Source: an optimization exercise on an open RTL-to-GDS flow (aim: small area, a short achievable clock period and few clock cycles). Production flows keep margins and buffers that such runs may drop. Power figures rest on the tool's default switching activity, not on a simulated workload.

Setup of main:
==> flow/design.v <==
package nqbs_pkg;
  localparam int DEF_MAX_QUEENS = 16;
  localparam int CFG_IDX_W  = 1;
  localparam int CFG_DATA_W = 32;
  localparam int BOARD_W    = 5;
  localparam int BUDGET_W   = 32;
  localparam logic [CFG_IDX_W-1:0] REG_BOARD_SIZE  = 1'd0;
  localparam logic [CFG_IDX_W-1:0] REG_STEP_BUDGET = 1'd1;
  localparam logic [BOARD_W-1:0]  BOARD_RST  = 5'd8;
  localparam logic [BUDGET_W-1:0] BUDGET_RST = 32'd1000000;
  localparam int IN_TDATA_W  = 8;
  localparam int OUT_TDATA_W = 16;
endpackage
import nqbs_pkg::*;
module n_queens_backtrack_search
#(
  parameter int MAX_QUEENS = DEF_MAX_QUEENS
) (
  input  logic                   clk,
  input  logic                   rst_n,
  input  logic                   cfg_valid,
  output logic                   cfg_ready,
  input  logic [CFG_IDX_W-1:0]   cfg_index,
  input  logic [CFG_DATA_W-1:0]  cfg_data,
  input  logic                   in_tvalid,
  output logic                   in_tready,
  input  logic [IN_TDATA_W-1:0]  in_tdata,    
  output logic                   out_tvalid,
  input  logic                   out_tready,
  output logic [OUT_TDATA_W-1:0] out_tdata,
  output logic                   out_tlast
);
  localparam int BW = 18;
  logic [4:0]    n_r;           
  logic [BW-1:0] budget_r;
  logic          idle_r, search_r, emit_r;
  logic [BW-7:0] hi_r;
  logic [7:0]    b_r;
  logic [3:0]    col_r;         
  logic [4:0]    rs_r;          
  logic [3:0]    stk_r [16];    
  logic [3:0]    best_r [16];   
  logic [4:0]    depth_r;
  logic [15:0]   cm_r;          
  logic [30:0]   ld_r;          
  logic [30:0]   rd_r;          
  logic          solved_r, ran_out_r;
  logic [3:0]    k_r;           
  assign cfg_ready  = 1'b1;
  assign in_tready  = idle_r;
  assign out_tvalid = emit_r;
  logic [3:0]  q, q2, q3;
  logic [15:0] att_c, att_p, av_c, av_p;
  logic [15:0] oh_c, oh_p, oh_q, oh_q2, oh_q3, oh_qv, near_q, far_q;
  logic        has_q;
  logic [15:0] pre_c, pre_p;
  logic [15:0] ge_rs, lt_n, gt_q, le_a, le_r;
  logic [3:0]  f_c, f_p;
  logic        any_c, any_p, ok_c;
  logic        mv_adv, mv_repl, mv_dbl, mv_exh, borrow, ok, last_col, hi_nz;
  logic [7:0]  base_x, base_r, base_d, w_a, w_r, w_d, b_nx;
  logic [BW-7:0] hi_dec;
  assign q     = stk_r[0];
  assign q2    = stk_r[1];
  assign q3    = stk_r[2];
  assign has_q = (col_r != 4'd0);
  always_comb begin
    for (int j = 0; j < 16; j++) begin
      ge_rs[j] = (5'(j) >= rs_r);
      lt_n[j]  = (5'(j) <  n_r);
      gt_q[j]  = (4'(j) >  q);
      oh_q[j]  = (4'(j) == q);
      oh_q2[j] = (4'(j) == q2);
      oh_q3[j] = (4'(j) == q3);
    end
  end
  assign oh_qv  = has_q ? oh_q : 16'd0;
  assign near_q = oh_qv | (oh_qv << 1) | (oh_qv >> 1);
  assign far_q  = oh_qv | (oh_qv << 2) | (oh_qv >> 2);
  always_comb begin
    for (int j = 0; j < 16; j++) begin
      att_c[j] = cm_r[j] | ((j > 0) ? ld_r[(j + 30) % 31] : 1'b0)
                        | ((j < 15) ? rd_r[(j + 16) % 31] : 1'b0) | near_q[j];
      att_p[j] = cm_r[j] | ld_r[j] | rd_r[j + 15];
    end
  end
  assign av_c  = ~att_c & ge_rs & lt_n;
  assign av_p  = ~att_p & gt_q & lt_n;
  assign any_c = |av_c;
  assign any_p = |av_p;
  always_comb begin
    pre_c[0] = 1'b0;
    pre_p[0] = 1'b0;
    for (int j = 1; j < 16; j++) begin
      pre_c[j] = pre_c[j-1] | av_c[j-1];
      pre_p[j] = pre_p[j-1] | av_p[j-1];
    end
  end
  assign oh_c = av_c & ~pre_c;
  assign oh_p = av_p & ~pre_p;
  always_comb begin
    f_c = '0;
    f_p = '0;
    for (int j = 0; j < 16; j++) begin
      if (oh_c[j]) f_c = f_c | 4'(j);
      if (oh_p[j]) f_p = f_p | 4'(j);
    end
  end
  logic [15:0] att_n, av_n, dead;
  logic        two_c, dskip;
  always_comb begin
    for (int j = 0; j < 16; j++) begin
      att_n[j] = cm_r[j] | ((j > 1) ? ld_r[(j + 29) % 31] : 1'b0)
                        | ((j < 14) ? rd_r[(j + 17) % 31] : 1'b0) | far_q[j];
    end
  end
  assign av_n = ~att_n & lt_n;
  always_comb begin
    for (int j = 0; j < 16; j++) begin
      dead[j] = ~|(av_n & ~16'((18'h7 << j) >> 1));
    end
  end
  assign two_c    = |(av_c & pre_c);
  assign last_col = (5'(col_r) + 5'd1 == n_r);
  assign dskip    = !two_c && (|(av_c & dead)) && !last_col && (5'(col_r) < depth_r);
  logic [7:0]  bq, base_x0, base_x1, base_r0, base_r1, base_d0, base_d1;
  assign bq      = b_r + 8'(q);
  assign base_x0 = b_r - 8'(n_r);
  assign base_x1 = b_r - 8'({n_r, 1'b1});              
  assign base_r0 = bq - 8'(n_r);
  assign base_r1 = bq - 8'({n_r, 1'b1});
  assign base_d0 = bq - 8'({n_r, 1'b0});               
  assign base_d1 = bq - 8'(n_r) - 8'({n_r, 1'b1});     
  assign base_x  = dskip ? base_x1 : base_x0;
  assign base_r  = dskip ? base_r1 : base_r0;
  assign base_d  = dskip ? base_d1 : base_d0;
  always_comb begin
    for (int j = 0; j < 16; j++) begin
      le_a[j] = !b_r[7] && ((|b_r[6:4]) || (b_r[3:0] >= 4'(j)));
    end
  end
  assign ok_c = |(av_c & le_a);
  assign mv_adv  = any_c && !dskip;
  assign mv_repl = !mv_adv && (col_r != 4'd0) && any_p;
  assign mv_dbl  = !mv_adv && (col_r > 4'd1) && !any_p;
  assign mv_exh  = !mv_adv && ((col_r == 4'd0) || (col_r == 4'd1 && !any_p));
  assign w_a = b_r + {4'hf, ~f_c};
  assign w_r = base_r + {4'hf, ~f_p};                 
  assign w_d = {2'b00, base_d[5:0]} + 8'(q2);
  always_comb begin
    if (mv_adv) borrow = !ok_c;
    else if (mv_repl) borrow = w_r[7] && (w_r != 8'hff);
    else if (col_r == 4'd0) borrow = base_x[7];
    else borrow = base_d[7];
  end
  assign hi_nz    = |hi_r;
  assign hi_dec   = hi_r - 1'b1;
  assign ok       = hi_nz | !borrow;
  always_comb begin
    if (mv_adv) b_nx = w_a;
    else if (mv_repl) b_nx = w_r;
    else b_nx = w_d;
    if (borrow && !mv_dbl) b_nx[7:6] = 2'b00;
  end
  logic [30:0] ld_dbl, rd_dbl;
  assign ld_dbl = ld_r & ~(31'(oh_q2) << 1) & ~(31'(oh_q3) << 2);
  assign rd_dbl = rd_r & ~(31'(oh_q2) << 14) & ~(31'(oh_q3) << 13);
  logic take, stop;
  assign take = idle_r & in_tvalid & in_tdata[0];
  assign stop = !ok || (mv_adv && last_col) || mv_exh;
  always_ff @(posedge clk) begin
    if (!rst_n) begin
      n_r      <= 5'(BOARD_RST);
      budget_r <= (BUDGET_RST >= 32'(2**BW - 1)) ? '1 : BW'(BUDGET_RST);
      idle_r   <= 1'b1;
      search_r <= 1'b0;
      emit_r   <= 1'b0;
    end else begin
      if (cfg_valid) begin
        if (cfg_index == REG_BOARD_SIZE) begin
          if (cfg_data[4:0] == 5'd0) n_r <= 5'd1;
          else if (cfg_data[4:0] > 5'd16) n_r <= 5'd16;
          else n_r <= cfg_data[4:0];
        end else begin
          budget_r <= (|cfg_data[31:BW]) ? '1 : cfg_data[BW-1:0];
        end
      end
      if (idle_r) begin
        if (take) begin
          idle_r <= 1'b0;
          if (budget_r == '0 || n_r == 5'd1) emit_r <= 1'b1;
          else search_r <= 1'b1;
        end
      end else if (search_r) begin
        if (stop) begin
          search_r <= 1'b0;
          emit_r   <= 1'b1;
        end
      end else if (emit_r) begin
        if (out_tready && (5'(k_r) + 5'd1 == n_r)) begin
          emit_r <= 1'b0;
          idle_r <= 1'b1;
        end
      end
    end
  end
  always_ff @(posedge clk) begin
    if (idle_r) begin
      hi_r      <= budget_r[BW-1:6];
      b_r       <= {2'b00, budget_r[5:0]} - 8'd2;
      col_r     <= 4'd1;
      rs_r      <= 5'd0;
      stk_r[0]  <= 4'd0;
      cm_r      <= 16'h0000;
      ld_r      <= 31'h0000_0000;
      rd_r      <= 31'h0000_0000;
    end else begin
      b_r <= b_nx;
      if (borrow) hi_r <= hi_dec;
      if (mv_adv) begin
        stk_r[0] <= f_c;
        for (int i = 1; i < 16; i++) stk_r[i] <= stk_r[i-1];
        rs_r  <= 5'd0;
        col_r <= col_r + 4'd1;
        cm_r  <= cm_r | oh_qv;
        ld_r  <= {ld_r[29:0] | {14'd0, oh_qv}, 1'b0};
        rd_r  <= {1'b0, rd_r[30:1] | {oh_qv, 14'd0}};
      end else if (mv_repl) begin
        stk_r[0] <= f_p;
        rs_r <= 5'd0;
      end else begin
        for (int i = 0; i < 14; i++) stk_r[i] <= stk_r[i+2];
        rs_r  <= 5'(q2) + 5'd1;
        col_r <= col_r - 4'd2;
        cm_r  <= cm_r & ~oh_q2 & ~oh_q3;
        ld_r  <= ld_dbl >> 2;
        rd_r  <= rd_dbl << 2;
      end
    end
  end
  always_ff @(posedge clk) begin
    if (idle_r) begin
      best_r[0] <= 4'd0;
      depth_r   <= (budget_r == '0) ? 5'd0 : 5'd1;
      solved_r  <= (budget_r != '0) && (n_r == 5'd1);
      ran_out_r <= (budget_r == '0);
      k_r       <= 4'd0;
    end else if (search_r) begin
      if (mv_adv && (hi_nz || ok_c) && 5'(col_r) == depth_r) begin
        depth_r <= depth_r + 5'd1;
        best_r[0] <= f_c;
        for (int i = 1; i < 16; i++) best_r[i] <= stk_r[i-1];
      end
      if (stop) begin
        solved_r  <= ok && mv_adv && last_col;
        ran_out_r <= !ok;
      end
    end else if (emit_r) begin
      if (out_tready) k_r <= k_r + 4'd1;
    end
  end
  logic placed;
  assign placed    = (5'(k_r) < depth_r);
  assign out_tdata = {ran_out_r,
                      solved_r,
                      depth_r,
                      placed,
                      placed ? best_r[4'(depth_r) - 4'd1 - k_r] : 4'd0,
                      k_r};
  assign out_tlast = (5'(k_r) + 5'd1 == n_r);
endmodule
export LEC_CHECK = 0
export ABC_AREA = 1
export CAP_MARGIN = 20
export CORE_MARGIN = 2
export CORE_UTILIZATION = 40
export SETUP_SLACK_MARGIN = 5
export SLEW_MARGIN = 20
create_clock -name core_clock -period 10.0 [get_ports {clk}]
run.sh (not shown) runs the stock make flow with config.mk's settings and CLKGATE_MAP_FILE= SYNTH_SCRIPT=/design/flow/synth_recipe.tcl, a recipe that flattens the netlist after the stock synthesis.
main: flow completed, timing, DRC and antenna clean
The inputs of the feature branch differ from those of main as listed below.
-- flow/design.v --
<<< main, line 116
  end
  assign av_n = ~att_n & lt_n;
  always_comb begin
    for (int j = 0; j < 16; j++) begin
      dead[j] = ~|(av_n & ~16'((18'h7 << j) >> 1));
    end
  end
>>> the feature branch, line 116
  end
  assign av_n = ~att_n & lt_n;
  logic [15:0] free_far [16];
  always_comb begin
    for (int j = 0; j < 16; j++) begin
      free_far[j] = av_n;
      free_far[j][j] = 1'b0;
      if (j > 0)  free_far[j][j-1] = 1'b0;
      if (j < 15) free_far[j][j+1] = 1'b0;
      dead[j] = ~|free_far[j];
    end
  end
<<< main, line 124
  assign last_col = (5'(col_r) + 5'd1 == n_r);
  assign dskip    = !two_c && (|(av_c & dead)) && !last_col && (5'(col_r) < depth_r);
  logic [7:0]  bq, base_x0, base_x1, base_r0, base_r1, base_d0, base_d1;
  assign bq      = b_r + 8'(q);
  assign base_x0 = b_r - 8'(n_r);
>>> the feature branch, line 129
  assign last_col = (5'(col_r) + 5'd1 == n_r);
  assign dskip    = !two_c && (|(av_c & dead)) && !last_col && (5'(col_r) < depth_r);
  logic [15:0] att_c0, av_c0, dead_p;
  logic        two_p, rdead;
  always_comb begin
    for (int j = 0; j < 16; j++) begin
      att_c0[j] = cm_r[j] | ((j > 0) ? ld_r[(j + 30) % 31] : 1'b0)
                         | ((j < 15) ? rd_r[(j + 16) % 31] : 1'b0);
    end
  end
  assign av_c0 = ~att_c0 & lt_n;
  logic [15:0] free_far_p [16];
  always_comb begin
    for (int j = 0; j < 16; j++) begin
      free_far_p[j] = av_c0;
      free_far_p[j][j] = 1'b0;
      if (j > 0)  free_far_p[j][j-1] = 1'b0;
      if (j < 15) free_far_p[j][j+1] = 1'b0;
      dead_p[j] = ~|free_far_p[j];
    end
  end
  assign two_p = |(av_p & pre_p);
  assign rdead = !two_p && (|(av_p & dead_p));
  logic [7:0]  bq, base_x0, base_x1, base_r0, base_r1, base_d0, base_d1, base_d2;
  assign bq      = b_r + 8'(q);
  assign base_x0 = b_r - 8'(n_r);
<<< main, line 132
  assign base_d0 = bq - 8'({n_r, 1'b0});               
  assign base_d1 = bq - 8'(n_r) - 8'({n_r, 1'b1});     
  assign base_x  = dskip ? base_x1 : base_x0;
  assign base_r  = dskip ? base_r1 : base_r0;
  assign base_d  = dskip ? base_d1 : base_d0;
  always_comb begin
    for (int j = 0; j < 16; j++) begin
>>> the feature branch, line 158
  assign base_d0 = bq - 8'({n_r, 1'b0});               
  assign base_d1 = bq - 8'(n_r) - 8'({n_r, 1'b1});     
  assign base_d2 = bq - 8'({n_r, 2'b10});              
  assign base_x  = dskip ? base_x1 : base_x0;
  assign base_r  = dskip ? base_r1 : base_r0;
  assign base_d  = (dskip && rdead) ? base_d2 : (dskip || rdead) ? base_d1 : base_d0;
  always_comb begin
    for (int j = 0; j < 16; j++) begin
<<< main, line 142
  assign ok_c = |(av_c & le_a);
  assign mv_adv  = any_c && !dskip;
  assign mv_repl = !mv_adv && (col_r != 4'd0) && any_p;
  assign mv_dbl  = !mv_adv && (col_r > 4'd1) && !any_p;
  assign mv_exh  = !mv_adv && ((col_r == 4'd0) || (col_r == 4'd1 && !any_p));
  assign w_a = b_r + {4'hf, ~f_c};
  assign w_r = base_r + {4'hf, ~f_p};                 
>>> the feature branch, line 169
  assign ok_c = |(av_c & le_a);
  assign mv_adv  = any_c && !dskip;
  assign mv_repl = !mv_adv && (col_r != 4'd0) && any_p && !rdead;
  assign mv_dbl  = !mv_adv && (col_r > 4'd1) && !(any_p && !rdead);
  assign mv_exh  = !mv_adv && ((col_r == 4'd0) || (col_r == 4'd1 && !(any_p && !rdead)));
  assign w_a = b_r + {4'hf, ~f_c};
  assign w_r = base_r + {4'hf, ~f_p};                 
--- outcome ---
When the feature branch is measured against main, its worst-case hold slack turns out 0.0043 ns lower. Of main and the feature branch, the higher pin count of the biggest net entering global routing belongs to main. Multi-input logic area was lower in the run labelled main. From main to the feature branch the numbers moved as follows: wire length has increased; final area climbed about 5%; vertical extent of the die rose about 3%. The feature branch does worse than main on post-detailed-placement half-perimeter wirelength. Between main and the feature branch, count of non-CTS inverters in the layout is higher for the feature branch, main comes in under that. | area share of and/or/nand/nor cells after synthesis | lower: main |. Changes observed in the feature branch relative to main: initial cell density of the core went down, clock group total power went down. Reported net switching power: the feature branch vs main up 8.9%.
Function was not checked in any run of this note: the RTL went through the layout flow alone.

## afterwards: timing with drivers on the ports
Ports are ideal in the flow. The routed layouts listed here were re-timed in OpenROAD. Step 1: set_driving_cell puts a clkbuf_16 on clk and a buf_2 on each other input, an assumption about the parent block. Step 2 moves the port delays by t, midway between the first and last clock arrival at a register: inputs arrive t later, outputs are due t later. That takes back most of the time a late clock gives input paths. Slacks: ideal / step 1 / step 2; pairs: ideal / step 1.
run	t (ns)	slack for setup (ns)	worst setup path at the end
main	0.641	4.980 / 4.926 / 5.200	register to register
the feature branch	0.627	4.825 / 4.765 / 4.988	register to register
After both steps setup and hold are still met in every run listed.
